Source: an optimization exercise on an open RTL-to-GDS flow (aim: small area, a short achievable clock period and few clock cycles). Production flows keep margins and buffers that such runs may drop. Where RTL was checked, it was by simulation tests only, not by an equivalence proof against the original. No functional check of the RTL was part of run 1.

==> flow/design.v, too long to show whole: its modules and the start of the top module <==
// module mat_vec_sequencer: 1210 lines
module mat_vec_sequencer #(
    parameter int FRAC_BITS = 16,
    parameter int DIM_W     = 8
) (
    input  logic             clk,
    input  logic             reset,
    input  logic             start,
    input  logic [DIM_W-1:0] m_dim,
    input  logic [DIM_W-1:0] n_dim,
    input  logic             transpose,
    output logic             mat_read,
    output logic [DIM_W-1:0] mat_m_addr,
    output logic [DIM_W-1:0] mat_n_addr,
    output logic             mat_tr,
    input  logic [31:0]      mat_data,
    output logic [DIM_W-1:0] vec_addr,
    input  logic [31:0]      vec_data,
    output logic             y_valid,
    input  logic             y_ready,
    output logic [DIM_W-1:0] y_addr,
    output logic [31:0]      y_data,
    output logic             busy,
    output logic             done
);
  // ...
==> flow/flow/run.sh <==
#!/bin/bash
# The standard layout (standard.sh) with these changes:
# - Yosys's generic abc pass before full-adder extraction is skipped (-noabc), so extract_fa
#   sees the adder trees as written and does not put inverters between full adders;
# - port buffers are buf_2 rather than the delay buffer buffer_ports picks by itself;
# - clock tree: larger sink clusters and no dummy loads.
# Registers are untouched by all of them.
bash standard.sh SYNTH_ARGS=-noabc SETUP_SLACK_MARGIN=${MARGIN:-8.8} \
  "BUFFER_PORTS_ARGS=-buffer_cell sky130_fd_sc_hd__buf_2" \
  "CTS_ARGS=-sink_clustering_enable -repair_clock_nets -dont_use_dummy_load -sink_clustering_size 24 -sink_clustering_max_diameter 120" \
  finish > standard.log 2>&1
==> flow/standard.sh <==
#!/bin/bash
# synth_recipe.tcl (not shown) runs the flow's synth.tcl, then flattens the netlist and writes it again
# the make line also repeats each setting of config.mk as NAME=value (left out here)
make -C /OpenROAD-flow-scripts/flow DESIGN_CONFIG=/design/flow/config.mk WORK_HOME=/design/flow/orfs CLKGATE_MAP_FILE= SYNTH_SCRIPT=/design/flow/synth_recipe.tcl "${@:-finish}"
==> flow/config.mk <==
export PLATFORM = sky130hd
export DESIGN_NAME = mat_vec_sequencer
export DESIGN_NICKNAME = mat_vec_sequencer
export VERILOG_FILES = /design/flow/design.v
export SDC_FILE = /design/flow/constraint.sdc
export NUM_CORES = 4
export LEC_CHECK = 0
export ABC_AREA = 1
export CAP_MARGIN = 20
export CORE_MARGIN = 2
export CORE_UTILIZATION = 40
export SLEW_MARGIN = 20
export TNS_END_PERCENT = 0
==> flow/constraint.sdc <==
create_clock -name core_clock -period 12.0 [get_ports {clk}]
set_input_delay 2.4000 -clock core_clock [delete_from_list [all_inputs] [get_ports {clk}]]
set_output_delay 2.4000 -clock core_clock [all_outputs]
set_load 0.01 [all_outputs]
==> results.toml, run 1 <==
[detailed_routing]
ant_nets = 0
first_pass_iters = 7
wl_per_cell_um = 23.9
met3_length_um = 12200
met2_length_um = 39400

[cells_and_area]
drive_above_1_share = 0.115
sh_seq_area = 0.212
final_area_mm2 = 0.0308
final_net_count = 3575
top_regs = "hb x108, acc x32, an_r x32"
nFlopsAndLatches = 288
nNonClkBuffers = 234

[critical_path]
cp-end-kind = "output pin"
crit_path_end = "mat_m_addr[6]"

[yosys]
synth.area.top_cells = "fa_1 29%, dfxtp_1 16%, xor2_1 15%"

[floorplanning]
start_util = 0.404
die_h_um = 270

[place]
dpl.hpwl_um = 59400
dpl_worst_slack_ns = 7.98

[clocking]
worstSkewPairLatency_ns = 0.56
clkTransAtPathRegs_ns = 0.09
cts_buffers = 17

[global_route]
grt_use_total = 0.247
globalRouteMet1Util = 0.327
use_met2 = 0.371

[sta]
fmax_mhz = 277
final_hold_viol_count = 0

[hold_path]
min_to = "eA$_DFF_P_"
min_path_type = "flop to flop"

[status]
status = "complete, no violations"
==> inputs of run 2 (changes only) <==
--- a/flow/design.v
+++ b/flow/design.v
@@ -100,17 +100,17 @@
         if (go)        ya <= '0;
         else if (xfer) ya <= ya_inc;
     end
     logic [31:0] an_r, acc;
     logic [15:0] bon, btn, bn;
     logic [32:0] vb;
     assign vb = {vec_data, 1'b0};
     logic [107:0] hb;
-    logic [7:0] lb;
+    logic [15:0] lb;
     logic        ck;
     logic [32:0] aen;
     assign aen = {an_r[31], an_r};
     logic [32:0] pp0;
     logic [32:0] pp1;
     logic [32:0] pp2;
     logic [32:0] pp3;
     logic [32:0] pp4;
@@ -882,19 +882,19 @@
     wire bs739 = bc720 ^ bc722 ^ bc724;
     wire bc740 = (bc720 & bc722) | (bc720 & bc724) | (bc722 & bc724);
     wire bs741 = bs733 ^ bs735 ^ bs737;
     wire bc742 = (bs733 & bs735) | (bs733 & bs737) | (bs735 & bs737);
     wire bs743 = bc726 ^ bc728 ^ bs739;
     wire bc744 = (bc726 & bc728) | (bc726 & bs739) | (bc728 & bs739);
     wire bs745 = bs741 ^ bc730 ^ bs743;
     wire bc746 = (bs741 & bc730) | (bs741 & bs743) | (bc730 & bs743);
-    logic [12:0] lsum;
-    assign lsum = {1'b0, {bc50, bs47, bs37, bc24, bs21, bs15, bs9, bs5, bc2, pp1[0], pp0[1], pp0[0]}} + {1'b0, {bs59, bs49, bs39, bs31, bs23, bs17, bs11, bs7, bs3, bs1, 1'b0, bn[0]}};
-    wire ck_n = lsum[12];
+    logic [8:0] lsum;
+    assign lsum = {1'b0, {bs21, bs15, bs9, bs5, bc2, pp1[0], pp0[1], pp0[0]}} + {1'b0, {bs23, bs17, bs11, bs7, bs3, bs1, 1'b0, bn[0]}};
+    wire ck_n = lsum[8];
     logic [107:0] hb_n;
     assign hb_n[0] = bs123;
     assign hb_n[1] = bs125;
     assign hb_n[2] = bc110;
     assign hb_n[3] = bc112;
     assign hb_n[4] = bc126;
     assign hb_n[5] = bs139;
     assign hb_n[6] = bc140;
@@ -994,30 +994,38 @@
     assign hb_n[100] = bs715;
     assign hb_n[101] = bc704;
     assign hb_n[102] = bc702;
     assign hb_n[103] = bs717;
     assign hb_n[104] = bc718;
     assign hb_n[105] = bs731;
     assign hb_n[106] = bc732;
     assign hb_n[107] = bs745;
-    logic [7:0] lb_n;
-    assign lb_n[0] = bc60;
-    assign lb_n[1] = bs71;
-    assign lb_n[2] = bs81;
-    assign lb_n[3] = bs83;
-    assign lb_n[4] = bc84;
-    assign lb_n[5] = bs97;
-    assign lb_n[6] = bc98;
-    assign lb_n[7] = bs111;
+    logic [15:0] lb_n;
+    assign lb_n[0] = bc24;
+    assign lb_n[1] = bs31;
+    assign lb_n[2] = bs37;
+    assign lb_n[3] = bs39;
+    assign lb_n[4] = bs47;
+    assign lb_n[5] = bs49;
+    assign lb_n[6] = bc50;
+    assign lb_n[7] = bs59;
+    assign lb_n[8] = bc60;
+    assign lb_n[9] = bs71;
+    assign lb_n[10] = bs81;
+    assign lb_n[11] = bs83;
+    assign lb_n[12] = bc84;
+    assign lb_n[13] = bs97;
+    assign lb_n[14] = bc98;
+    assign lb_n[15] = bs111;
     logic [31:0] acc_in;
     assign acc_in = acc & {32{nfB}};
-    logic [5:0] csum;
-    assign csum = {1'b0, {lb[6], lb[4], lb[2], lb[0]}, 1'b1} + {1'b0, {lb[7], lb[5], lb[3], lb[1]}, ck};
-    wire c16 = csum[5];
+    logic [9:0] csum;
+    assign csum = {1'b0, {lb[14], lb[12], lb[10], lb[8], lb[6], lb[4], lb[2], lb[0]}, 1'b1} + {1'b0, {lb[15], lb[13], lb[11], lb[9], lb[7], lb[5], lb[3], lb[1]}, ck};
+    wire c16 = csum[9];
     wire ms747 = hb[0] ^ hb[1] ^ hb[2];
     wire mc748 = (hb[0] & hb[1]) | (hb[0] & hb[2]) | (hb[1] & hb[2]);
     wire ms749 = hb[3] ^ acc_in[0] ^ ms747;
     wire mc750 = (hb[3] & acc_in[0]) | (hb[3] & ms747) | (acc_in[0] & ms747);
     wire ms751 = hb[4] ^ hb[5] ^ acc_in[1];
     wire mc752 = (hb[4] & hb[5]) | (hb[4] & acc_in[1]) | (hb[5] & acc_in[1]);
     wire ms753 = mc748 ^ ms751;
     wire mc754 = mc748 & ms751;
==> flow/flow/run.sh (replaced) <==
#!/bin/bash
# The standard layout (standard.sh) with these changes:
# - Yosys's generic abc pass before full-adder extraction is skipped (-noabc), so extract_fa
#   sees the adder trees as written and does not put inverters between full adders;
# - port buffers are buf_2 rather than the delay buffer buffer_ports picks by itself;
# - clock tree: larger sink clusters and no dummy loads.
# Registers are untouched by all of them.
bash standard.sh SYNTH_ARGS=-noabc SETUP_SLACK_MARGIN=${MARGIN:-8.8} \
  "BUFFER_PORTS_ARGS=-buffer_cell sky130_fd_sc_hd__buf_2" \
  "CTS_ARGS=-sink_clustering_enable -repair_clock_nets -dont_use_dummy_load -sink_clustering_size 24 -sink_clustering_max_diameter 120" \
  SKIP_GATE_CLONING=1 finish > standard.log 2>&1
==> results.toml, run 2 <==
[status]
status = "complete, no violations"

[cells_and_area]
regMostFlops = "hb"
final_net_count = 3535
syn_to_final_growth_pct = 7.17
largest_reg_flops = 108
drive_above_1_share = 0.106
final_cell_mix = "485 x xor2_1, 439 x o22ai_1, 403 x fa_1, 337 x nand2_1, 236 x inv_1"
top_regs = "hb x108, acc x32, an_r x32"
final_common_cell = "xor2_1"
fill_cells = 6844

[clocking]
cts_tree = "done"
cts.sinks = 296
clkTransAtPathRegs_ns = 0.09
worstSkewPairLatency_ns = 0.56
cts_buffers = 17
ctsHoldBuffers = 0
htree_levels = 1
cts_buffer_depth = 3
clockRootBuffer = "clkbuf_16"

[detailed_routing]
vias = 22200
drc = 0
viasPerCell = 5.70
drt-initial-drc-count = 2474
ant_nets = 0
first_pass_iters = 7
wl_per_cell_um = 23.0
wirelength_um = 89500

[hold_path]
min_delay_path_depth = 0
min-delay-start = "eA$_DFF_P_"
min_path_type = "flop to flop"

[global_route]
grt_use_total = 0.242
top_usage_layer = "met2"
use_met2 = 0.368
grt_overflow = 0
grt_max_degree = 35
grtUsageMet3 = 0.0704
grt_pass1_wl_um = 137000
antenna_found_initial = 0
first_global_vias = 22400
globalRouteMet1Util = 0.327

[critical_path]
max_stage_delay_ns = 0.45
reg2reg_from = "bon[15]$_DFF_P_"
cp-end-kind = "output pin"
worstPathMaxFanout = 3
crit_chain = "buf_2"
regToRegSetupSlack_ns = 8.47
setup.worst_path.start = "r[1]$_DFFE_PP_"
cp_num_cells = 1
start_kind = "flop"
slowest_stage = "edfxtp_1"
crit_type = "flop to output pin"
ff2ff_path_depth = 7
cp.arrival_ns = 1.18
cp.required_ns = 9.60
crit_family = "flip-flops"
worst-path-buf-inv = 1

[place]
io_buffer_count = 153
dpl_worst_slack_ns = 7.99
gp_congestion = 0.946
dpl.hpwl_um = 59200

[yosys]
synth_fp_nets = 3559
netlist_area_mm2 = 0.0283
ys_seq_area_frac = 0.232
synth_top_area_frac = 0.286
ys_seq_elements = 296
synth_common_cells = "485 x xor2_1, 439 x o22ai_1, 403 x fa_1, 341 x nand2_1, 236 x inv_1"
yosys_warnings = 1
synth_most_common_cell = "xor2_1"
synth_cell_types = 40
synth_enable_flop_cells = 57
synth_area_leader_cell = "fa_1"
synth_ff_type = "dfxtp_1"
synth.area.top_cells = "fa_1 29%, dfxtp_1 16%, xor2_1 15%"
netlist_instances = 2973
synthArstFlopShare = 0.0304
synth_area_per_cell_um2 = 9.50

[sta]
skew_ns = 0.0698
setup_slack_ns = 8.42
setup_viol = 0
worstMarginPinSlew_ns = 0.918
finalCritPeriodShare = 0.299
tns_ns = 0
slew_headroom = 0.387
period_needed_ns = 3.58
fmax_mhz = 279
final_hold_viol_count = 0
slew_viol_final = 0
rsz0062_at_grt = "true"

[run]
cap_viol_max_count = 0

[floorplanning]
io_pins = 154
die_area_mm2 = 0.0728
core_mm2 = 0.0700
die_h_um = 270
start_util = 0.403
num_rows = 97
dieWidth_um = 270
-- run 2: timing repair --
item                                    CTS  global route
endpoints found under the setup margin  219           229
setup buffers                             5             2
pin swaps                                 0             1
hold endpoints to repair                  0             0
gates resized for setup                  29            53
gates cloned                              0             0
-- run 2: routing by layer --
layer	wire length [µm]	vias up
li1	-	9765
met4	3760	0
met2	38400	1430
met1	37100	10700
met3	10200	292
met5	0	-
-- run 2: cell type report --
class | instances | area (µm²) | area share
flip-flops and latches | 296 | 6640 | 0.219
multi-input cells | 2178 | 19800 | 0.655
well taps | 940 | 1180 | 0.0388
repair buffers | 218 | 1310 | 0.0433
clock buffers | 17 | 425 | 0.0141
inverters | 238 | 893 | 0.0295
diodes | 1 | 2.50 | 0.0000827
-- run 2: stage by stage --
step / utilization / hold WS, ns / cells / instance area, µm²
after floorplan: - / 0.310 / 2973 / 28300
after global placement: 0.423 / 0.312 / 3863 / 29600
after detailed placement: 0.423 / 0.312 / 3863 / 29600
after CTS: 0.430 / 0.320 / 3885 / 30100
after global routing: 0.432 / 0.323 / 3887 / 30300
final: 0.432 / 0.319 / 3888 / 30300
-- run 2: path summary, 6_finish.rpt --
check / to
min in group asynchronous: ep$_DFFE_PP0P_
setup reg to reg: hb[95]$_DFF_P_
max in group asynchronous: rd_q$_DFFE_PP0P_
setup / recovery: mat_m_addr[1]
hold / removal: eB$_DFF_P_
hold reg to reg: eB$_DFF_P_
-- run 2: worst register-to-register path: stages, from the launching register on --
cell     delay (ns)
dfxtp_1        0.93
o22ai_1        0.20
xor2_1         0.21
fa_1           0.45
fa_1           0.46
fa_1           0.41
ha_1           0.31
fa_1           0.43
-- run 2: logic make-up (layout without fill, tap and decap cells) --
| kind of cell | count (synthesis) | count (layout) | share of synthesized area |
|---|---|---|---|
| AND/OR/NAND/NOR | 563 | 563 | 0.0824 |
| other | 0 | 1 | 0 |
| AO/OA/AOI/OAI | 600 | 600 | 0.128 |
| flip-flops | 296 | 296 | 0.232 |
| XOR/XNOR | 514 | 514 | 0.159 |
| buffers and inverters | 499 | 473 | 0.0694 |
| adder cells (fa/ha/maj) | 501 | 501 | 0.329 |
Testbench counts of run 2, summed over its fixed seeds: cycles 39,365.
==> inputs of run 3 (changes only) <==
--- a/flow/flow/run.sh
+++ b/flow/flow/run.sh
@@ -8,4 +8,4 @@
 bash standard.sh SYNTH_ARGS=-noabc SETUP_SLACK_MARGIN=${MARGIN:-8.8} \
   "BUFFER_PORTS_ARGS=-buffer_cell sky130_fd_sc_hd__buf_2" \
   "CTS_ARGS=-sink_clustering_enable -repair_clock_nets -dont_use_dummy_load -sink_clustering_size 24 -sink_clustering_max_diameter 120" \
-  SKIP_GATE_CLONING=1 finish > standard.log 2>&1
+  finish > standard.log 2>&1
--- a/flow/config.mk
+++ b/flow/config.mk
@@ -9,5 +9,6 @@
 export CAP_MARGIN = 20
 export CORE_MARGIN = 2
 export CORE_UTILIZATION = 40
+export GPL_TIMING_DRIVEN = 0
 export SLEW_MARGIN = 20
 export TNS_END_PERCENT = 0
==> results.toml, run 3 <==
[status]
status = "complete, no violations"

[yosys]
yosys_warnings = 1
ys_seq_elements = 296
synth_enable_flop_cells = 57
synth_most_common_cell = "xor2_1"
synth_ff_type = "dfxtp_1"
synth_top_area_frac = 0.286
synth_area_leader_cell = "fa_1"
synth_fp_nets = 3559
netlist_instances = 2973
synth_cell_types = 40
ys_seq_area_frac = 0.232
synth_common_cells = "485 x xor2_1, 439 x o22ai_1, 403 x fa_1, 341 x nand2_1, 236 x inv_1"
synth_area_per_cell_um2 = 9.50
synthArstFlopShare = 0.0304
synth.area.top_cells = "fa_1 29%, dfxtp_1 16%, xor2_1 15%"
netlist_area_mm2 = 0.0283

[sta]
final_hold_viol_count = 0
worstMarginPinSlew_ns = 0.912
tns_ns = 0
fmax_mhz = 275
slew_viol_final = 0
rsz0062_at_grt = "true"
finalCritPeriodShare = 0.303
setup_viol = 0
period_needed_ns = 3.64
skew_ns = 0.0389
slew_headroom = 0.390

[detailed_routing]
vias = 23400
ant_nets = 0
wirelength_um = 112000
viasPerCell = 5.71
drc = 0
first_pass_iters = 6
wl_per_cell_um = 27.3
drt-initial-drc-count = 2533

[cells_and_area]
final_common_cell = "xor2_1"
antenna_cells = 0
top_regs = "hb x108, acc x32, an_r x32"
multi_input_area_mm2 = 0.0200
largest_reg_flops = 108
drive_above_1_share = 0.161
final_net_count = 3740
seq_area_mm2 = 0.00658
fill_cells = 6879
syn_to_final_growth_pct = 11.3
fin_util = 0.449
regMostFlops = "hb"
final_cell_mix = "478 x xor2_1, 436 x o22ai_1, 399 x fa_1, 332 x nand2_1, 235 x inv_1"

[clocking]
cts.sinks = 296
htree_levels = 1
cts_buffer_depth = 3
cts_tree = "done"
cts_buffers = 17
ctsHoldBuffers = 0
clkTransAtPathRegs_ns = 0.10
worstSkewPairLatency_ns = 0.56
clockRootBuffer = "clkbuf_16"

[global_route]
antenna_found_initial = 0
first_global_vias = 23700
grt_use_total = 0.303
grt_pass1_wl_um = 162000
grtUsageMet3 = 0.0798
top_usage_layer = "met2"
globalRouteMet1Util = 0.391
grt_overflow = 0
use_met2 = 0.468
grt_max_degree = 35

[run]
cap_viol_max_count = 0

[critical_path]
start_kind = "flop"
cp-end-kind = "flop"
cp.arrival_ns = 4.08
cp.required_ns = 12.44
worstPathMaxFanout = 10
crit_type = "flop to flop"

[floorplanning]
num_rows = 97
die_area_mm2 = 0.0728
dieWidth_um = 270
start_util = 0.403
core_mm2 = 0.0700
io_pins = 154
die_h_um = 270

[place]
dpl.hpwl_um = 90800
io_buffer_count = 153
gp_congestion = 1.04

[hold_path]
min_path_type = "flop to flop"
-- run 3: cell counts after synthesis --
No cell type changed its count.
-- run 3: final timing paths --
check / startpoint / to / slack (ns) / depth (start not counted)
max: btn[11]$_DFF_P_ / hb[31]$_DFF_P_ / 8.36 / 9
min: lA$_DFF_P_ / lB$_DFF_P_ / 0.32 / 0
max reg2reg: btn[11]$_DFF_P_ / hb[31]$_DFF_P_ / 8.36 / 9
min reg2reg: lA$_DFF_P_ / lB$_DFF_P_ / 0.32 / 0
max in group asynchronous: reset / rd_q$_DFFE_PP0P_ / 9.91 / 2
min in group asynchronous: reset / rp$_DFF_PP0_ / 1.80 / 2
-- run 3: area by class of cell --
class | count | area share
Timing Repair Buffer | 162 | 0.0265
Multi-Input combinational cell | 2178 | 0.636
Clock buffer | 17 | 0.0135
Tap cell | 940 | 0.0374
Buffer | 261 | 0.0488
Inverter | 238 | 0.0284
Sequential cell | 296 | 0.209
-- run 3: worst max-delay path, cell delays in order, from the launching register on --
cell and delay (ns):
dfxtp_1 0.31, clkbuf_2 0.25, clkbuf_2 0.35, o22ai_1 0.13, xor2_1 0.41, fa_1 0.53, fa_1 0.47, fa_1 0.38
ha_1 0.29, fa_1 0.42
-- run 3: kinds of logic after synthesis --
| logic type | after synthesis | synth area share |
|---|---|---|
| AO/OA/AOI/OAI | 600 | 0.128 |
| AND/OR/NAND/NOR | 563 | 0.0824 |
| XOR/XNOR | 514 | 0.159 |
| adder cells (fa/ha/maj) | 501 | 0.329 |
| buffers and inverters | 499 | 0.0694 |
| flip-flops | 296 | 0.232 |
-- run 3: timing repair --
item / 4_1_cts / 5_1_grt
setup buffers: 4 / 5
gates resized for setup: 215 / 214
endpoints found under the setup margin: 221 / 200
pin swaps: 0 / 4
-- run 3: stage by stage --
step	worst slack, ns	cell area [µm²]	std cells	hold WS, ns
after floorplan	8.74	28300	2973	0.310
after global placement	7.41	30200	4066	0.310
after detailed placement	7.40	30200	4066	0.313
after CTS	8.36	31100	4087	0.322
after global routing	8.35	31500	4092	0.327
final	8.36	31500	4092	0.323
-- run 3: layer usage --
layer,part of all wire,vias up
li1,-,10200
met1,0.40,11500
met2,0.44,1384
met3,0.10,353
met4,0.060,0
met5,0,-
==> inputs of run 4 (changes only) <==
--- a/flow/config.mk
+++ b/flow/config.mk
@@ -9,6 +9,6 @@
 export CAP_MARGIN = 20
 export CORE_MARGIN = 2
 export CORE_UTILIZATION = 40
-export GPL_TIMING_DRIVEN = 0
+export PLACE_DENSITY = 0.72
 export SLEW_MARGIN = 20
 export TNS_END_PERCENT = 0
==> results.toml, run 4 <==
[status]
status = "complete, no violations"

[global_route]
grt_overflow = 0
globalRouteMet1Util = 0.306
first_global_vias = 23500
grt_max_degree = 35
antenna_found_initial = 1
grtUsageMet3 = 0.0830
top_usage_layer = "met2"
grt_pass1_wl_um = 137000
grt_use_total = 0.239
use_met2 = 0.365

[sta]
period_needed_ns = 3.60
slew_headroom = 0.372
rsz0062_at_grt = "true"
tns_ns = 0
worstMarginPinSlew_ns = 0.943
fmax_mhz = 278
skew_ns = 0.0782
setup_viol = 0
final_hold_viol_count = 0
slew_viol_final = 0
finalCritPeriodShare = 0.300

[yosys]
netlist_area_mm2 = 0.0283
yosys_warnings = 1
ys_seq_area_frac = 0.232
synth_area_per_cell_um2 = 9.50
synthArstFlopShare = 0.0304
synth_enable_flop_cells = 57
synth_common_cells = "485 x xor2_1, 439 x o22ai_1, 403 x fa_1, 341 x nand2_1, 236 x inv_1"
synth_most_common_cell = "xor2_1"
netlist_instances = 2973
synth_top_area_frac = 0.286
synth.area.top_cells = "fa_1 29%, dfxtp_1 16%, xor2_1 15%"
synth_fp_nets = 3559
synth_cell_types = 40
synth_area_leader_cell = "fa_1"
ys_seq_elements = 296
synth_ff_type = "dfxtp_1"

[clocking]
cts.sinks = 296
cts_buffer_depth = 3
clkTransAtPathRegs_ns = 0.08
cts_buffers = 18
htree_levels = 1
worstSkewPairLatency_ns = 0.57
clockRootBuffer = "clkbuf_16"
ctsHoldBuffers = 0
cts_tree = "done"

[floorplanning]
io_pins = 154
die_h_um = 270
start_util = 0.403
core_mm2 = 0.0700
num_rows = 97
dieWidth_um = 270
die_area_mm2 = 0.0728

[cells_and_area]
regMostFlops = "hb"
final_area_mm2 = 0.0303
largest_reg_flops = 108
top_regs = "hb x108, acc x32, an_r x32"
drive_above_1_share = 0.109
final_net_count = 3531
final_common_cell = "xor2_1"
final_cell_mix = "485 x xor2_1, 439 x o22ai_1, 403 x fa_1, 334 x nand2_1, 236 x inv_1"
fill_cells = 6773
syn_to_final_growth_pct = 7.23

[hold_path]
min_path_type = "flop to flop"

[detailed_routing]
wl_per_cell_um = 23.0
wirelength_um = 89200
first_pass_iters = 7
viasPerCell = 5.90
vias = 22900
drc = 0
ant_nets = 0
drt-initial-drc-count = 2625

[critical_path]
crit_top_cell = "fa_1"
crit_chain = "o22ai_1, xor2_1, fa_1, fa_1, fa_1, ha_1, fa_1"
crit_type = "flop to flop"
start_kind = "flop"
max_stage_delay_ns = 0.71
cp-end-kind = "flop"
worstPathMaxFanout = 32
crit_family = "adder cells"
slowest_stage = "dfxtp_4"
cp.required_ns = 12.35
cp.arrival_ns = 3.95
worst-path-buf-inv = 0

[place]
gp_congestion = 0.920
dpl_cell_area_mm2 = 0.0295
dpl.hpwl_um = 58100
io_buffer_count = 153

[run]
cap_viol_max_count = 0
run 4: final timing paths:
kind	start	endpoint	slack, ns	cells after the start
setup / recovery	an_r[14]$_DFF_P_	hb[95]$_DFF_P_	8.40	7
setup reg to reg	an_r[14]$_DFF_P_	hb[95]$_DFF_P_	8.40	7
hold reg to reg	lA$_DFF_P_	lB$_DFF_P_	0.33	0
hold / removal	lA$_DFF_P_	lB$_DFF_P_	0.33	0
max in group asynchronous	reset	yv_q$_DFFE_PP0P_	9.90	2
min in group asynchronous	reset	done_q$_DFF_PP0_	1.79	2
run 4: cell families (layout without fill, tap and decap cells):
| logic type | Yosys count | in the layout | share of synthesized area |
|---|---|---|---|
| other | 0 | 1 | 0 |
| XOR/XNOR | 514 | 514 | 0.159 |
| AO/OA/AOI/OAI | 600 | 600 | 0.128 |
| flip-flops | 296 | 296 | 0.232 |
| adder cells (fa/ha/maj) | 501 | 501 | 0.329 |
| buffers and inverters | 499 | 469 | 0.0694 |
| AND/OR/NAND/NOR | 563 | 563 | 0.0824 |
run 4: repair_timing:
item,CTS,global route
resized for setup,51,35
pin swaps,0,1
buffers inserted,9,8
setup endpoints to repair,205,225
run 4: worst register-to-register path, stage by stage, from the launching register on:
cell and delay [ns]:
dfxtp_4 0.71, o22ai_1 0.27, xor2_1 0.20, fa_1 0.51, fa_1 0.46, fa_1 0.43, ha_1 0.33, fa_1 0.49
run 4: routing by layer:
metal | vias up | part of all wire
met4 | 2 | 0.052
met2 | 1758 | 0.43
met1 | 10900 | 0.39
li1 | 9755 | -
met3 | 478 | 0.14
met5 | - | 0.00015
run 4: metrics by stage:
stage	std cells	setup WS, ns	hold WS [ns]	utilization
5_1_grt	3883	8.33	0.350	0.433
6_report	3884	8.40	0.331	0.433
3_3_place_gp	3848	7.97	0.311	0.421
2_1_floorplan	2973	8.74	0.310	-
4_1_cts	3875	8.38	0.334	0.430
3_5_place_dp	3848	7.85	0.314	0.421
run 4: area by class of cell:
type / count / area [µm²] / share of cell area
diodes: 1 / 2.50 / 0.0000826
flip-flops and latches: 296 / 6710 / 0.221
well taps: 940 / 1180 / 0.0388
multi-input cells: 2178 / 19800 / 0.654
clock buffers: 18 / 450 / 0.0149
repair buffers: 213 / 1260 / 0.0418
inverters: 238 / 893 / 0.0295
==> inputs of run 5 (changes only) <==
--- a/flow/config.mk
+++ b/flow/config.mk
@@ -9,6 +9,5 @@
 export CAP_MARGIN = 20
 export CORE_MARGIN = 2
 export CORE_UTILIZATION = 40
-export PLACE_DENSITY = 0.72
 export SLEW_MARGIN = 20
 export TNS_END_PERCENT = 0
==> results.toml, run 5 <==
[clocking]
worstSkewPairLatency_ns = 0.56
htree_levels = 1
cts_buffers = 17
clockRootBuffer = "clkbuf_16"
cts_tree = "done"
clkTransAtPathRegs_ns = 0.09
cts.sinks = 296
cts_buffer_depth = 3
ctsHoldBuffers = 0

[detailed_routing]
vias = 22200
drc = 0
met2_length_um = 38400
ant_nets = 0
viasPerCell = 5.70
wl_per_cell_um = 23.0
first_pass_iters = 7
met3_length_um = 10200
drt-met1-wl_um = 37100
drt-initial-drc-count = 2474
topRoutingLayerUsed = "met4"
wirelength_um = 89500

[yosys]
synth_enable_flop_cells = 57
netlist_instances = 2973
netlist_area_mm2 = 0.0283
ys_seq_area_frac = 0.232
synth_top_area_frac = 0.286
synth_area_leader_cell = "fa_1"
synth_fp_nets = 3559
synth_most_common_cell = "xor2_1"
synth_area_per_cell_um2 = 9.50
ys_seq_elements = 296
synth_common_cells = "485 x xor2_1, 439 x o22ai_1, 403 x fa_1, 341 x nand2_1, 236 x inv_1"
synth_ff_type = "dfxtp_1"
synth.area.top_cells = "fa_1 29%, dfxtp_1 16%, xor2_1 15%"
yosys_warnings = 1
synth_cell_types = 40
synthArstFlopShare = 0.0304

[global_route]
grt_pass1_wl_um = 137000
antenna_found_initial = 0
grt_max_degree = 35
grt_overflow = 0
grt_use_total = 0.242
first_global_vias = 22400

[cells_and_area]
final_common_cell = "xor2_1"
top_regs = "hb x108, acc x32, an_r x32"
final_net_count = 3535
largest_reg_flops = 108
final_cell_mix = "485 x xor2_1, 439 x o22ai_1, 403 x fa_1, 337 x nand2_1, 236 x inv_1"
syn_to_final_growth_pct = 7.17
instances_no_fill = 3888
drive_above_1_share = 0.106
regMostFlops = "hb"

[sta]
slew_headroom = 0.387
worstMarginPinSlew_ns = 0.918
fmax_mhz = 279
tns_ns = 0
skew_ns = 0.0698
rsz0062_at_grt = "true"
slew_viol_final = 0
period_needed_ns = 3.58
setup_viol = 0
finalCritPeriodShare = 0.299
final_hold_viol_count = 0

[critical_path]
cp-end-kind = "output pin"
cp.required_ns = 9.60
crit_chain = "buf_2"
crit_type = "flop to output pin"
worst-path-buf-inv = 1
crit_family = "flip-flops"
slowest_stage = "edfxtp_1"
regToRegSetupSlack_ns = 8.47
cp.arrival_ns = 1.18
max_stage_delay_ns = 0.45
start_kind = "flop"
worstPathMaxFanout = 3

[place]
gp_congestion = 0.946
io_buffer_count = 153
dpl.hpwl_um = 59200
dp.cells = 3863

[floorplanning]
die_h_um = 270
num_rows = 97
io_pins = 154
core_mm2 = 0.0700
start_util = 0.403
dieWidth_um = 270
die_area_mm2 = 0.0728

[hold_path]
min_path_type = "flop to flop"

[run]
cap_viol_max_count = 0

[status]
status = "complete, no violations"
==> run 5: cell counts after synthesis <==
Identical to the previous run, type by type.
==> run 5: logic make-up (layout without fill, tap and decap cells) <==
logic type	count (synthesis)	in the layout	synth area share
AOI/OAI and AO/OA	600	600	0.128
DFF	296	296	0.232
other	0	1	0
buffers and inverters	499	473	0.0694
and+or+nand+nor	563	563	0.0824
xor gates and xnor gates	514	514	0.159
adders and majority gates	501	501	0.329
==> run 5: worst paths after layout <==
check,to,start,cells past startpoint
setup reg to reg,hb[95]$_DFF_P_,bon[15]$_DFF_P_,7
hold reg to reg,eB$_DFF_P_,eA$_DFF_P_,0
hold / removal,eB$_DFF_P_,eA$_DFF_P_,0
max in group asynchronous,rd_q$_DFFE_PP0P_,reset,2
min in group asynchronous,ep$_DFFE_PP0P_,reset,2
setup / recovery,mat_m_addr[1],r[1]$_DFFE_PP_,1
==> run 5: per-stage QoR <==
| stage | setup slack [ns] | hold slack [ns] | cell area, µm² | util |
|---|---|---|---|---|
| global placement | 8.00 | 0.312 | 29600 | 0.423 |
| CTS | 8.38 | 0.320 | 30100 | 0.430 |
| detailed placement | 7.99 | 0.312 | 29600 | 0.423 |
| finish | 8.42 | 0.319 | 30300 | 0.432 |
| global route | 8.37 | 0.323 | 30300 | 0.432 |
| floorplan | 8.74 | 0.310 | 28300 | - |
==> run 5: layer usage <==
metal / vias to the layer above / track usage
met3: 292 / 0.0704
met5: - / 0
li1: 9765 / -
met4: 0 / 0.0895
met2: 1430 / 0.368
met1: 10700 / 0.327
==> run 5: cell type report <==
type	count	area [µm²]
clock buffers	17	425
inverters	238	893
repair buffers	218	1310
multi-input cells	2178	19800
flip-flops and latches	296	6640
fillers	6844	39800
diodes	1	2.50
well taps	940	1180
==> run 5: timing repair <==
action                                 4_1_cts  5_1_grt
pin swaps                                    0        1
setup endpoints to repair                  219      229
endpoints found under the hold margin        0        0
gates resized for setup                     29       53
buffers inserted                             5        2
==> inputs of run 6 (changes only) <==
--- a/flow/config.mk
+++ b/flow/config.mk
@@ -10,4 +10,4 @@
 export CORE_MARGIN = 2
 export CORE_UTILIZATION = 40
 export SLEW_MARGIN = 20
-export TNS_END_PERCENT = 0
+export TNS_END_PERCENT = 1
==> results.toml, run 6 <==
[yosys]
yosys_warnings = 1
synth_cell_types = 40
netlist_instances = 2973
synth_area_per_cell_um2 = 9.50
netlist_area_mm2 = 0.0283
ys_seq_elements = 296
synth_most_common_cell = "xor2_1"
synth_area_leader_cell = "fa_1"
ys_seq_area_frac = 0.232
synthArstFlopShare = 0.0304
synth_enable_flop_cells = 57
synth_fp_nets = 3559
synth.area.top_cells = "fa_1 29%, dfxtp_1 16%, xor2_1 15%"
synth_top_area_frac = 0.286
synth_ff_type = "dfxtp_1"
synth_common_cells = "485 x xor2_1, 439 x o22ai_1, 403 x fa_1, 341 x nand2_1, 236 x inv_1"

[clocking]
clkTransAtPathRegs_ns = 0.09
htree_levels = 1
worstSkewPairLatency_ns = 0.56
cts.sinks = 296
cts_buffers = 17
cts_buffer_depth = 3
ctsHoldBuffers = 0
clockRootBuffer = "clkbuf_16"
cts_tree = "done"

[detailed_routing]
viasPerCell = 5.69
drt-initial-drc-count = 2487
drc = 0
wl_per_cell_um = 23.1
ant_nets = 0
vias = 22100
first_pass_iters = 5
wirelength_um = 89900

[global_route]
grt_overflow = 0
grt_max_degree = 35
grt_use_total = 0.242
first_global_vias = 22400
grt_pass1_wl_um = 137000
antenna_found_initial = 0

[cells_and_area]
final_net_count = 3539
final_cell_mix = "485 x xor2_1, 439 x o22ai_1, 401 x fa_1, 335 x nand2_1, 235 x inv_1"
final_area_mm2 = 0.0305
instances_no_fill = 3891
regMostFlops = "hb"
syn_to_final_growth_pct = 8.01
top_regs = "hb x108, acc x32, an_r x32"
largest_reg_flops = 108
fill_cells = 6819
antenna_cells = 0
fin_util = 0.436
drive_above_1_share = 0.116
final_common_cell = "xor2_1"

[critical_path]
cp.arrival_ns = 1.19
cp.required_ns = 9.60
max_stage_delay_ns = 0.47
crit_chain = "buf_2"
worstPathMaxFanout = 5
worst-path-buf-inv = 1
crit_type = "flop to output pin"
cp-end-kind = "output pin"
start_kind = "flop"
crit_family = "flip-flops"
slowest_stage = "dfrtp_2"

[sta]
slew_viol_final = 0
worstMarginPinSlew_ns = 0.941
setup_slack_ns = 8.41
period_needed_ns = 3.59
slew_headroom = 0.372
setup_viol = 0
rsz0062_at_grt = "true"
fmax_mhz = 279
finalCritPeriodShare = 0.299
final_hold_viol_count = 0
tns_ns = 0
skew_ns = 0.0654

[floorplanning]
io_pins = 154
core_mm2 = 0.0700
die_h_um = 270
num_rows = 97
start_util = 0.403
dieWidth_um = 270
die_area_mm2 = 0.0728

[place]
dpl_cell_area_mm2 = 0.0296
dpl.hpwl_um = 59200
dpl_worst_slack_ns = 7.99
io_buffer_count = 153
dp.cells = 3863
gp_congestion = 0.946

[hold_path]
min_path_type = "flop to flop"

[status]
status = "complete, no violations"

[run]
cap_viol_max_count = 0
run 6: cells by family after synthesis:
| family | after synthesis | share of synthesized area |
|---|---|---|
| buf+inv | 499 | 0.0694 |
| flops | 296 | 0.232 |
| compound gates | 600 | 0.128 |
| simple gates | 563 | 0.0824 |
| fa+ha+maj | 501 | 0.329 |
| xor+xnor | 514 | 0.159 |
run 6: timing repair:
action | 4_1_cts | 5_1_grt
endpoints found under the setup margin | 219 | 228
gates cloned | 0 | 1
setup buffers | 6 | 4
pin swaps | 0 | 7
endpoints found under the hold margin | 0 | 0
gates resized for setup | 30 | 87
run 6: per-stage QoR:
stage | hold slack [ns]
CTS | 0.320
finish | 0.319
detailed placement | 0.312
floorplan | 0.310
global placement | 0.312
global route | 0.323
run 6: worst paths after layout:
path	start	endpoint	slack (ns)	cells after the start
max	rd_q$_DFFE_PP0P_	mat_read	8.41	1
min	eA$_DFF_P_	eB$_DFF_P_	0.32	0
max reg2reg	bon[15]$_DFF_P_	hb[95]$_DFF_P_	8.46	7
min reg2reg	eA$_DFF_P_	eB$_DFF_P_	0.32	0
max in group asynchronous	reset	rd_q$_DFFE_PP0P_	9.92	2
min in group asynchronous	reset	ep$_DFFE_PP0P_	1.80	2
run 6: final cells by class:
class	count	area, µm²	area share
multi-input combinational	2178	20000	0.656
timing repair buffer	222	1360	0.0446
clock buffer	17	425	0.0139
sequential	296	6640	0.218
tap	940	1180	0.0385
inverter	238	893	0.0293
run 6: per-layer routing:
metal	track usage	vias to the layer above	part of all wire
met5	0	-	0
li1	-	9763	-
met1	0.327	10700	0.41
met3	0.0704	282	0.11
met2	0.368	1397	0.43
met4	0.0896	0	0.042
==> inputs of run 7 (changes only) <==
--- a/flow/flow/run.sh
+++ b/flow/flow/run.sh
@@ -8,4 +8,4 @@
 bash standard.sh SYNTH_ARGS=-noabc SETUP_SLACK_MARGIN=${MARGIN:-8.8} \
   "BUFFER_PORTS_ARGS=-buffer_cell sky130_fd_sc_hd__buf_2" \
   "CTS_ARGS=-sink_clustering_enable -repair_clock_nets -dont_use_dummy_load -sink_clustering_size 24 -sink_clustering_max_diameter 120" \
-  finish > standard.log 2>&1
+  CAP_MARGIN=0 SLEW_MARGIN=0 finish > standard.log 2>&1
--- a/flow/config.mk
+++ b/flow/config.mk
@@ -6,8 +6,8 @@
 export NUM_CORES = 4
 export LEC_CHECK = 0
 export ABC_AREA = 1
-export CAP_MARGIN = 20
+export CAP_MARGIN = 0
 export CORE_MARGIN = 2
 export CORE_UTILIZATION = 40
-export SLEW_MARGIN = 20
-export TNS_END_PERCENT = 1
+export SLEW_MARGIN = 0
+export TNS_END_PERCENT = 0
==> results.toml, run 7 <==
[sta]
worstMarginPinSlew_ns = 0.918
tns_ns = 0
setup_viol = 0
final_hold_viol_count = 0
slew_viol_final = 0
slew_headroom = 0.387
setup_slack_ns = 8.42
rsz0062_at_grt = "true"
fmax_mhz = 279
skew_ns = 0.0698
period_needed_ns = 3.58
finalCritPeriodShare = 0.299

[critical_path]
crit_chain = "buf_2"
cp.required_ns = 9.60
worst-path-buf-inv = 1
worstPathMaxFanout = 3
cp-end-kind = "output pin"
start_kind = "flop"
crit_family = "flip-flops"
ff2ff_path_depth = 7
reg2reg_from = "bon[15]$_DFF_P_"
max_stage_delay_ns = 0.45
slowest_stage = "edfxtp_1"
regToRegSetupSlack_ns = 8.47
crit_type = "flop to output pin"
cp.arrival_ns = 1.18
reg2reg_to = "hb[95]$_DFF_P_"

[yosys]
synth_area_per_cell_um2 = 9.50
synthArstFlopShare = 0.0304
synth_top_area_frac = 0.286
netlist_area_mm2 = 0.0283
synth_fp_nets = 3559
netlist_instances = 2973
synth_enable_flop_cells = 57
yosys_warnings = 1
synth_ff_type = "dfxtp_1"
synth.area.top_cells = "fa_1 29%, dfxtp_1 16%, xor2_1 15%"
synth_cell_types = 40
synth_most_common_cell = "xor2_1"
ys_seq_area_frac = 0.232
ys_seq_elements = 296
synth_common_cells = "485 x xor2_1, 439 x o22ai_1, 403 x fa_1, 341 x nand2_1, 236 x inv_1"
synth_area_leader_cell = "fa_1"

[global_route]
grt_pass1_wl_um = 137000
grt_use_total = 0.242
antenna_found_initial = 0
first_global_vias = 22400
grt_overflow = 0
grt_max_degree = 35

[floorplanning]
io_pins = 154
start_util = 0.403
dieWidth_um = 270
die_area_mm2 = 0.0728
core_mm2 = 0.0700
die_h_um = 270
num_rows = 97

[hold_path]
min-delay-start = "eA$_DFF_P_"
min_to = "eB$_DFF_P_"
min_delay_path_depth = 0
min_path_type = "flop to flop"

[detailed_routing]
viasPerCell = 5.70
first_pass_iters = 7
met3_length_um = 10200
topRoutingLayerUsed = "met4"
ant_nets = 0
drc = 0
drt-initial-drc-count = 2474
drt-met1-wl_um = 37100
vias = 22200
wl_per_cell_um = 23.0
met2_length_um = 38400
wirelength_um = 89500

[cells_and_area]
regMostFlops = "hb"
fill_cells = 6844
largest_reg_flops = 108
final_net_count = 3535
top_regs = "hb x108, acc x32, an_r x32"
final_cell_mix = "485 x xor2_1, 439 x o22ai_1, 403 x fa_1, 337 x nand2_1, 236 x inv_1"
final_area_mm2 = 0.0303
final_common_cell = "xor2_1"
drive_above_1_share = 0.106
syn_to_final_growth_pct = 7.17
fin_util = 0.432

[clocking]
cts.sinks = 296
cts_buffer_depth = 3
clkTransAtPathRegs_ns = 0.09
ctsHoldBuffers = 0
worstSkewPairLatency_ns = 0.56
htree_levels = 1
cts_buffers = 17
cts_tree = "done"
clockRootBuffer = "clkbuf_16"

[run]
cap_viol_max_count = 0

[place]
dpl.hpwl_um = 59200
io_buffer_count = 153
dpl_worst_slack_ns = 7.99
gp_congestion = 0.946
dpl_cell_area_mm2 = 0.0296

[status]
status = "complete, no violations"
-- run 7: cell counts after synthesis --
Identical to the previous run, type by type.
-- run 7: cell families after synthesis --
logic type | synth area share
flip-flops | 0.232
XOR/XNOR | 0.159
adder cells (fa/ha/maj) | 0.329
AND/OR/NAND/NOR | 0.0824
AO/OA/AOI/OAI | 0.128
buffers and inverters | 0.0694
-- run 7: worst max-delay path by stage --
stage / from / end / slack, ns / depth (start not counted)
after global placement: start / r[3]$_DFFE_PP_ / 8.00 / 4
after floorplan: an_r[23]$_DFF_P_ / hb[25]$_DFF_P_ / 8.74 / 9
after global routing: bn[5]$_DFF_P_ / hb[81]$_DFF_P_ / 8.37 / 9
after CTS: r[1]$_DFFE_PP_ / mat_m_addr[1] / 8.38 / 1
final: r[1]$_DFFE_PP_ / mat_m_addr[1] / 8.42 / 1
after detailed placement: start / r[7]$_DFFE_PP_ / 7.99 / 4
-- run 7: what timing repair did --
item / CTS / global route
setup endpoints to repair: 219 / 229
gates resized for setup: 29 / 53
hold endpoints to repair: 0 / 0
pin swaps: 0 / 1
setup buffers: 5 / 2
-- run 7: worst reg2reg max path, stage by stage (launching register included) --
cell	delay, ns
dfxtp_1	0.93
o22ai_1	0.20
xor2_1	0.21
fa_1	0.45
fa_1	0.46
fa_1	0.41
ha_1	0.31
fa_1	0.43
-- run 7: through the flow --
stage	hold WS (ns)	std cells
after floorplan	0.310	2973
after global placement	0.312	3863
after detailed placement	0.312	3863
after CTS	0.320	3885
after global routing	0.323	3887
final	0.319	3888
-- run 7: metal layers --
metal / GRT usage / vias up
li1: - / 9765
met1: 0.327 / 10700
met2: 0.368 / 1430
met3: 0.0704 / 292
met4: 0.0895 / 0
met5: 0 / -
-- run 7: cell type report --
type | count | area, µm² | area share
Sequential cell | 296 | 6640 | 0.219
Antenna cell | 1 | 2.50 | 0.0000827
Tap cell | 940 | 1180 | 0.0388
Timing Repair Buffer | 218 | 1310 | 0.0433
Inverter | 238 | 893 | 0.0295
Multi-Input combinational cell | 2178 | 19800 | 0.655
Clock buffer | 17 | 425 | 0.0141
==> inputs of run 8 (changes only) <==
==> flow/flow/run.sh (replaced) <==
#!/bin/bash
# The standard layout (standard.sh) with these changes:
# - synthesis: flow/synth.tcl, which is synth_recipe.tcl with Yosys's generic abc pass before
#   full-adder extraction skipped (-noabc, so extract_fa sees the adder trees as written and
#   puts no inverters between full adders) and an area-oriented final mapping
#   (flow/abc_area.script); registers are untouched;
# - port buffers are buf_2 rather than the delay buffer buffer_ports picks by itself;
# - clock tree: larger sink clusters and no dummy loads.
export FLOW_FLOW_ABC_SCRIPT=$PWD/flow/abc_area.script
bash standard.sh SYNTH_SCRIPT=$PWD/flow/synth.tcl SYNTH_ARGS=-noabc SETUP_SLACK_MARGIN=${MARGIN:-8.8} \
  "BUFFER_PORTS_ARGS=-buffer_cell sky130_fd_sc_hd__buf_2" \
  "CTS_ARGS=-sink_clustering_enable -repair_clock_nets -dont_use_dummy_load -sink_clustering_size 24 -sink_clustering_max_diameter 120" \
  finish > standard.log 2>&1
==> flow/flow/abc_area.script (new file) <==
&get -n
&st
&dch -f
&nf -a
&put
topo
stime -c
==> flow/flow/synth.tcl (new file) <==
proc synth {args} { yosys synth -nofsm -noshare {*}$args }
proc abc {args} {
  set i [lsearch $args -script]
  if {$i >= 0} { lset args [expr {$i + 1}] $::env(FLOW_FLOW_ABC_SCRIPT) }
  yosys abc {*}$args
}
source $::env(SCRIPTS_DIR)/synth.tcl
# left out here: clear keep_hierarchy, flatten, clean up, hide names made inside functions, write 1_2_yosys.v
--- a/flow/config.mk
+++ b/flow/config.mk
@@ -6,8 +6,8 @@
 export NUM_CORES = 4
 export LEC_CHECK = 0
 export ABC_AREA = 1
-export CAP_MARGIN = 0
+export CAP_MARGIN = 20
 export CORE_MARGIN = 2
 export CORE_UTILIZATION = 40
-export SLEW_MARGIN = 0
+export SLEW_MARGIN = 20
 export TNS_END_PERCENT = 0
==> results.toml, run 8 <==
[status]
status = "complete, no violations"

[global_route]
antenna_found_initial = 10
grt_overflow = 0
grt_use_total = 0.256
grt_max_degree = 35
grt_pass1_wl_um = 132000
first_global_vias = 22100

[critical_path]
worstPathMaxFanout = 18
crit_family = "adder cells"
crit_type = "flop to flop"
cp.arrival_ns = 4.00
cp-end-kind = "flop"
crit_chain = "buf_4, xnor2_1, fa_1, clkinv_1, fa_1, fa_1, ha_1, fa_1"
slowest_stage = "dfxtp_4"
max_stage_delay_ns = 0.62
start_kind = "flop"
cp.required_ns = 12.37
worst-path-buf-inv = 2
crit_top_cell = "fa_1"

[sta]
slew_viol_final = 0
setup_viol = 0
fmax_mhz = 276
setup_slack_ns = 8.38
finalCritPeriodShare = 0.302
rsz0062_at_grt = "true"
worstMarginPinSlew_ns = 0.995
tns_ns = 0
skew_ns = 0.0688
final_hold_viol_count = 0
period_needed_ns = 3.62
slew_headroom = 0.336

[floorplanning]
num_rows = 93
die_h_um = 259
dieWidth_um = 259
core_mm2 = 0.0645
io_pins = 154
die_area_mm2 = 0.0672
start_util = 0.404

[yosys]
synth_common_cells = "486 x xor2_1, 446 x o22ai_1, 403 x fa_1, 230 x dfxtp_1, 98 x ha_1"
synth_enable_flop_cells = 57
synth_area_per_cell_um2 = 11.4
ys_seq_area_frac = 0.251
synth_area_leader_cell = "fa_1"
synth_ff_type = "dfxtp_1"
synth_cell_types = 44
synth_most_common_cell = "xor2_1"
synthArstFlopShare = 0.0304
yosys_warnings = 1
synth_fp_nets = 2868
synth.area.top_cells = "fa_1 31%, dfxtp_1 18%, xor2_1 16%"
synth_top_area_frac = 0.309
netlist_area_mm2 = 0.0261
netlist_instances = 2282
ys_seq_elements = 296

[cells_and_area]
multi_input_area_mm2 = 0.0197
syn_to_final_growth_pct = 12.6
largest_reg_flops = 108
drive_above_1_share = 0.143
seq_area_mm2 = 0.00674
final_common_cell = "xor2_1"
fill_cells = 6008
top_regs = "hb x108, acc x32, an_r x32"
final_net_count = 3078
regMostFlops = "hb"
final_cell_mix = "486 x xor2_1, 446 x o22ai_1, 398 x fa_1, 162 x dfxtp_1, 153 x buf_2"

[run]
cap_viol_max_count = 0

[clocking]
cts_buffers = 16
cts.sinks = 296
cts_tree = "done"
clockRootBuffer = "clkbuf_16"
clkTransAtPathRegs_ns = 0.10
htree_levels = 1
worstSkewPairLatency_ns = 0.55
cts_buffer_depth = 3

[detailed_routing]
drc = 0
wl_per_cell_um = 25.8
drt-initial-drc-count = 2052
vias = 20600
viasPerCell = 6.15
wirelength_um = 86400
first_pass_iters = 6
ant_nets = 0

[place]
io_buffer_count = 153
dpl.hpwl_um = 55800
dpl_worst_slack_ns = 7.87
gp_congestion = 0.894

[hold_path]
min_path_type = "flop to flop"
==> run 8: cells by family (layout without fill, tap and decap cells) <==
| group | Yosys count | after routing | share of synthesized area |
|---|---|---|---|
| XOR/XNOR | 580 | 580 | 0.195 |
| AND/OR/NAND/NOR | 215 | 215 | 0.0387 |
| multiplexers | 16 | 16 | 0.00691 |
| adder cells (fa/ha/maj) | 501 | 501 | 0.357 |
| buffers and inverters | 85 | 293 | 0.0134 |
| other | 0 | 7 | 0 |
| AO/OA/AOI/OAI | 589 | 589 | 0.138 |
| flip-flops | 296 | 296 | 0.251 |
==> run 8: path summary, 6_finish.rpt <==
path / cells past startpoint / slack [ns] / end / startpoint
setup reg to reg: 8 / 8.38 / hb[81]$_DFF_P_ / bn[5]$_DFF_P_
hold / removal: 0 / 0.33 / lB$_DFF_P_ / lA$_DFF_P_
setup / recovery: 8 / 8.38 / hb[81]$_DFF_P_ / bn[5]$_DFF_P_
min in group asynchronous: 2 / 1.76 / rp$_DFF_PP0_ / reset
max in group asynchronous: 2 / 10.00 / rd_q$_DFFE_PP0P_ / reset
hold reg to reg: 0 / 0.33 / lB$_DFF_P_ / lA$_DFF_P_
==> run 8: area by class of cell <==
type / instances / area share
multi-input combinational: 1901 / 0.670
sequential: 296 / 0.229
timing repair buffer: 200 / 0.0396
tap: 855 / 0.0364
clock buffer: 16 / 0.0136
inverter: 77 / 0.0100
antenna: 7 / 0.000597
==> run 8: metrics by stage <==
stage,hold slack (ns),instance area [µm²],utilization,instances
final,0.334,29400,0.455,3352
after global routing,0.347,29400,0.455,3351
after CTS,0.335,29000,0.450,3339
after detailed placement,0.312,28200,0.438,3308
after global placement,0.312,28200,0.438,3308
after floorplan,0.310,26300,-,2282
==> run 8: what timing repair did <==
item                                    in CTS  in global routing
hold buffers                                 0                  0
gates resized for setup                     74                 71
setup buffers                               15                  6
pin swaps                                   14                 22
endpoints found under the setup margin     197                193
==> run 8: layer usage <==
| layer | up-vias | track usage | share of wire |
|---|---|---|---|
| met2 | 1412 | 0.395 | 0.45 |
| met1 | 10300 | 0.331 | 0.39 |
| met5 | - | 0 | 0.00041 |
| met3 | 314 | 0.0637 | 0.11 |
| li1 | 8559 | - | - |
| met4 | 6 | 0.135 | 0.059 |
==> run 8: worst reg2reg max path, stage by stage (launching register included) <==
cell and delay [ns]:
dfxtp_4 0.62, buf_4 0.41, xnor2_1 0.15, fa_1 0.50, clkinv_1 0.08, fa_1 0.47
fa_1 0.46, ha_1 0.31, fa_1 0.45
==> inputs of run 9 (changes only) <==
==> flow/flow/abc_area.script (replaced) <==
strash
dch
map -a
topo
stime -c
==> results.toml, run 9 <==
[global_route]
grt_pass1_wl_um = 133000
use_met2 = 0.400
grtUsageMet3 = 0.0590
grt_overflow = 0
antenna_found_initial = 2
top_usage_layer = "met2"
grt_use_total = 0.255
globalRouteMet1Util = 0.324
grt_max_degree = 35
first_global_vias = 22500

[status]
status = "complete, no violations"

[yosys]
synth.area.top_cells = "fa_1 31%, dfxtp_1 18%, xor2_1 17%"
netlist_instances = 2400
ys_seq_elements = 296
synth_area_per_cell_um2 = 10.9
yosys_warnings = 1
synth_enable_flop_cells = 57
ys_seq_area_frac = 0.249
synthArstFlopShare = 0.0304
synth_top_area_frac = 0.308
synth_area_leader_cell = "fa_1"
synth_ff_type = "dfxtp_1"
synth_cell_types = 35
synth_common_cells = "508 x xor2_1, 448 x o22ai_1, 403 x fa_1, 230 x dfxtp_1, 171 x clkinv_1"
synth_fp_nets = 2986
netlist_area_mm2 = 0.0262
synth_most_common_cell = "xor2_1"

[critical_path]
crit_type = "flop to flop"
ff2ff_path_depth = 7
reg2reg_to = "lb[15]$_DFF_P_"
start_kind = "flop"
regToRegSetupSlack_ns = 8.08
reg2reg_from = "an_r[11]$_DFF_P_"
cp-end-kind = "flop"
worstPathMaxFanout = 32
cp.arrival_ns = 4.30
cp.required_ns = 12.38

[place]
dpl_cell_area_mm2 = 0.0284
io_buffer_count = 153
dpl.hpwl_um = 56500
gp_congestion = 0.869

[floorplanning]
die_area_mm2 = 0.0677
core_mm2 = 0.0647
start_util = 0.406
die_h_um = 260
io_pins = 154
dieWidth_um = 260
num_rows = 93

[cells_and_area]
largest_reg_flops = 108
drive_above_1_share = 0.129
regMostFlops = "hb"
final_common_cell = "xor2_1"
top_regs = "hb x108, acc x32, an_r x32"
final_net_count = 3202
final_cell_mix = "508 x xor2_1, 448 x o22ai_1, 402 x fa_1, 180 x dfxtp_1, 165 x clkinv_1"
final_area_mm2 = 0.0292
fill_cells = 6156
syn_to_final_growth_pct = 11.2

[clocking]
cts_tree = "done"
clkTransAtPathRegs_ns = 0.09
worstSkewPairLatency_ns = 0.55
clockRootBuffer = "clkbuf_16"
cts.sinks = 296
cts_buffers = 16
ctsHoldBuffers = 0
cts_buffer_depth = 3
htree_levels = 1

[sta]
skew_ns = 0.0657
setup_viol = 0
fmax_mhz = 255
tns_ns = 0
finalCritPeriodShare = 0.327
worstMarginPinSlew_ns = 1.14
rsz0062_at_grt = "true"
slew_viol_final = 0
final_hold_viol_count = 0
period_needed_ns = 3.92
slew_headroom = 0.240

[detailed_routing]
first_pass_iters = 5
drc = 0
wl_per_cell_um = 25.1
viasPerCell = 6.04
vias = 21000
wirelength_um = 87100
ant_nets = 0
drt-initial-drc-count = 2272

[hold_path]
min_delay_path_depth = 0
min_path_type = "flop to flop"
min_to = "lB$_DFF_P_"
min-delay-start = "lA$_DFF_P_"

[run]
cap_viol_max_count = 0
## run 9: cell type report
type,instances,area [µm²],share of cell area
repair inverters,2,17.5,0.000600
inverters,171,659,0.0226
flip-flops and latches,296,6620,0.227
clock buffers,16,400,0.0137
repair buffers,204,1150,0.0395
well taps,855,1070,0.0367
diodes,1,2.50,0.0000858
multi-input cells,1925,19300,0.660
## run 9: metrics by stage
stage / utilization / std cells / hold slack (ns) / setup WS, ns
CTS: 0.448 / 3458 / 0.339 / 8.12
detailed placement: 0.439 / 3434 / 0.317 / 7.57
finish: 0.451 / 3470 / 0.336 / 8.08
global route: 0.451 / 3469 / 0.353 / 7.95
global placement: 0.439 / 3434 / 0.310 / 7.69
floorplan: - / 2400 / 0.310 / 8.42
## run 9: how the worst max path moves through the flow
stage | start | endpoint | slack (ns) | cells after the start
floorplan | lb[0]$_DFF_P_ | acc[30]$_DFFE_PN_ | 8.42 | 22
global placement | nfB$_DFF_P_ | acc[29]$_DFFE_PN_ | 7.69 | 14
detailed placement | nfB$_DFF_P_ | acc[29]$_DFFE_PN_ | 7.57 | 14
CTS | lb[0]$_DFF_P_ | acc[30]$_DFFE_PN_ | 8.12 | 23
global route | nfB$_DFF_P_ | acc[30]$_DFFE_PN_ | 7.95 | 20
finish | an_r[11]$_DFF_P_ | lb[15]$_DFF_P_ | 8.08 | 7
## run 9: repair_timing
action | CTS | global route
hold endpoints to repair | 0 | 0
pin swaps | 12 | 13
endpoints found under the setup margin | 242 | 271
setup buffers | 7 | 10
cloned | 1 | 1
gates resized for setup | 34 | 27
## run 9: kinds of logic (layout without fill, tap and decap cells)
| logic type | Yosys count | in the layout | share of synthesized area |
|---|---|---|---|
| compound gates | 634 | 634 | 0.145 |
| xor+xnor | 557 | 557 | 0.186 |
| fa+ha+maj | 501 | 501 | 0.354 |
| buf+inv | 179 | 393 | 0.0268 |
| flops | 296 | 296 | 0.249 |
| other cells | 0 | 1 | 0 |
| simple gates | 233 | 233 | 0.0385 |
## run 9: metal layers
| layer | up-vias | part of all wire |
|---|---|---|
| met5 | - | 0.00017 |
| met4 | 2 | 0.065 |
| met3 | 343 | 0.10 |
| met2 | 1378 | 0.45 |
| met1 | 10400 | 0.38 |
| li1 | 8848 | - |
## run 9: worst max-delay path, stage by stage, from the launching register on
cell     delay (ns)
dfxtp_2        0.98
o22ai_1        0.23
xor2_1         0.21
fa_1           0.48
fa_1           0.48
fa_1           0.61
fa_1           0.45
ha_1           0.29
==> inputs of run 10 (changes only) <==
==> flow/flow/abc_area.script (replaced) <==
&get -n
&st
&dch -f
&nf -a
&put
topo
stime -c
--- a/flow/config.mk
+++ b/flow/config.mk
@@ -10,4 +10,4 @@
 export CORE_MARGIN = 2
 export CORE_UTILIZATION = 40
 export SLEW_MARGIN = 20
-export TNS_END_PERCENT = 0
+export TNS_END_PERCENT = 5
==> results.toml, run 10 <==
[yosys]
synth-compound-area-share = 0.138
synth_common_cells = "486 x xor2_1, 446 x o22ai_1, 403 x fa_1, 230 x dfxtp_1, 98 x ha_1"
synth_xor_area_frac = 0.195
synth_area_leader_cell = "fa_1"
ys_seq_elements = 296
synthSimpleGateAreaFrac = 0.0387
ys_seq_area_frac = 0.251
synth_enable_flop_cells = 57
synthMuxAreaShare = 0.00691
synth_cell_types = 44
netlist_instances = 2282
synth_top_area_frac = 0.309
synth_fp_nets = 2868
synth_fa_ha_area_frac = 0.357
synth_most_common_cell = "xor2_1"
yosys_warnings = 1
synthArstFlopShare = 0.0304
netlist_area_mm2 = 0.0261
synth_top_family_by_area = "adder cells"
synth_ff_type = "dfxtp_1"
synth_area_per_cell_um2 = 11.4
synth.area.top_cells = "fa_1 31%, dfxtp_1 18%, xor2_1 16%"

[floorplanning]
num_rows = 93
dieWidth_um = 259
die_area_mm2 = 0.0672
io_pins = 154
die_h_um = 259
core_mm2 = 0.0645
start_util = 0.404

[critical_path]
regToRegSetupSlack_ns = 8.38
crit_chain = "buf_2"
setup.worst_path.start = "acc[28]$_DFFE_PN_"
slowest_stage = "edfxtp_1"
worst-path-buf-inv = 1
crit_type = "flop to output pin"
crit_family = "flip-flops"
cp_num_cells = 1
start_kind = "flop"
ff2ff_path_depth = 11
cp.required_ns = 9.60
reg2reg_from = "hb[22]$_DFF_P_"
crit_path_end = "y_data[28]"
worstPathMaxFanout = 2
reg2reg_to = "acc[25]$_DFFE_PN_"
cp.arrival_ns = 1.26
cp-end-kind = "output pin"
max_stage_delay_ns = 0.52

[clocking]
cts_buffers = 17
htree_levels = 1
worstSkewPairLatency_ns = 0.57
cts_buffer_depth = 3
ctsHoldBuffers = 0
cts.sinks = 296
cts_tree = "done"
clockRootBuffer = "clkbuf_16"
clkTransAtPathRegs_ns = 0.10

[cells_and_area]
final_common_cell = "xor2_1"
final_cell_mix = "478 x xor2_1, 419 x o22ai_1, 378 x fa_1, 153 x buf_2, 151 x dfxtp_1"
final_area_mm2 = 0.0327
syn_to_final_growth_pct = 25.5
largest_reg_flops = 108
fin_util = 0.508
final_net_count = 3275
top_regs = "hb x108, acc x32, an_r x32"
drive_above_1_share = 0.229
regMostFlops = "hb"
fill_cells = 5661

[global_route]
grt_pass1_wl_um = 132000
grt_max_degree = 35
grt_use_total = 0.256
grt_overflow = 0
antenna_found_initial = 6
first_global_vias = 22200

[sta]
tns_ns = 0
rsz0062_at_grt = "true"
slew_viol_final = 0
setup_slack_ns = 8.34
worstMarginPinSlew_ns = 0.973
setup_viol = 0
final_hold_viol_count = 0
fmax_mhz = 273
finalCritPeriodShare = 0.305
skew_ns = 0.0587
period_needed_ns = 3.66
slew_headroom = 0.350

[detailed_routing]
vias = 23100
ant_nets = 0
drt-initial-drc-count = 3192
first_pass_iters = 8
viasPerCell = 6.50
drc = 0
wl_per_cell_um = 30.0
wirelength_um = 107000

[place]
gp_congestion = 0.919
io_buffer_count = 153
dpl_cell_area_mm2 = 0.0282
dpl_worst_slack_ns = 7.87
dpl.hpwl_um = 56200

[run]
cap_viol_max_count = 0

[status]
status = "complete, no violations"

[hold_path]
min_path_type = "flop to flop"
==> run 10: cell types whose count changed after synthesis, moves of 6 or more <==
cell / previous run / this run
and2_0: 0 / 35
clkinv_1: 171 / 77
nand2_1: 69 / 77
o21ai_0: 68 / 40
a21oi_1: 93 / 70
nand4_1: 3 / 10
or2b_2: 12 / 0
a22oi_1: 6 / 0
nor2_1: 108 / 51
mux2_1: 0 / 16
xor2_1: 508 / 486
xnor2_1: 49 / 93
==> run 10: stage by stage <==
step                      hold WS (ns)  instances
final                            0.270       3550
after global routing             0.271       3544
after CTS                        0.272       3323
after detailed placement         0.316       3294
after global placement           0.311       3294
after floorplan                  0.310       2282
==> run 10: routing by layer <==
| metal | vias to the layer above | GRT usage | routed length (µm) |
|---|---|---|---|
| li1 | 8963 | - | - |
| met1 | 11500 | 0.333 | 36800 |
| met2 | 2003 | 0.397 | 44100 |
| met3 | 649 | 0.0584 | 16800 |
| met4 | 2 | 0.140 | 8830 |
| met5 | - | 0 | 68 |
==> run 10: worst min-delay path by stage <==
stage	from	end	slack [ns]	depth (start not counted)
floorplan	e1$_DFF_P_	eA$_DFF_P_	0.31	0
global placement	lA$_DFF_P_	lB$_DFF_P_	0.31	0
detailed placement	e1$_DFF_P_	eA$_DFF_P_	0.32	0
CTS	l1$_DFF_P_	lA$_DFF_P_	0.27	0
global route	l1$_DFF_P_	lA$_DFF_P_	0.27	0
finish	l1$_DFF_P_	lA$_DFF_P_	0.27	0
==> run 10: kinds of logic after synthesis <==
logic type / count (synthesis)
adder cells (fa/ha/maj): 501
flip-flops: 296
AND/OR/NAND/NOR: 215
buffers and inverters: 85
multiplexers: 16
XOR/XNOR: 580
AO/OA/AOI/OAI: 589
==> run 10: timing repair <==
| action | 4_1_cts | 5_1_grt |
|---|---|---|
| buffers inserted | 12 | 218 |
| resized for setup | 91 | 156 |
| pin swaps | 14 | 40 |
| cloned | 0 | 1 |
| endpoints found under the setup margin | 190 | 195 |
==> run 10: cell type report <==
type	instances	area (µm²)	share of cell area
diodes	8	20.0	0.000612
clock buffers	17	425	0.0130
inverters	77	294	0.00898
multi-input cells	1901	20000	0.611
flip-flops and latches	296	6810	0.208
well taps	855	1070	0.0327
repair buffers	396	4100	0.125

==> what the ideal ports hide <==
In the flow no input, the clock included, has a driving cell. The finished layouts below were timed again as built, in two steps.
Step 1 sets driving cells, clkbuf_16 on the clock port and buf_2 on the other inputs (assumed; they add their load-dependent delay and slew).
Step 2 adds t to the input delays and takes it off the output delays; t is the mean of the earliest and latest rising clock arrival at the registers after step 1. Input paths then give back, and output paths get back, about the clock's delay inside the block.
Three values: ideal, step 1, step 2; two values: the first two.
run | t (ns) | setup slack, ns | cell pins on the clock port's net
run 1 | 0.605 | 8.390 / 8.323 / 8.050 | 1
run 2 | 0.591 | 8.417 / 8.352 / 8.017 | 1
run 3 | 0.603 | 8.359 / 8.330 / 8.341 | 1
run 4 | 0.591 | 8.402 / 8.353 / 8.103 | 1
run 5 | 0.591 | 8.417 / 8.352 / 8.017 | 1
run 6 | 0.589 | 8.415 / 8.350 / 8.023 | 1
run 7 | 0.591 | 8.417 / 8.352 / 8.017 | 1
run 8 | 0.575 | 8.376 / 8.325 / 8.359 | 1
run 9 | 0.585 | 8.079 / 8.079 / 8.079 | 1
run 10 | 0.597 | 8.340 / 8.283 / 8.343 | 1
After both steps every run listed still meets setup and hold.
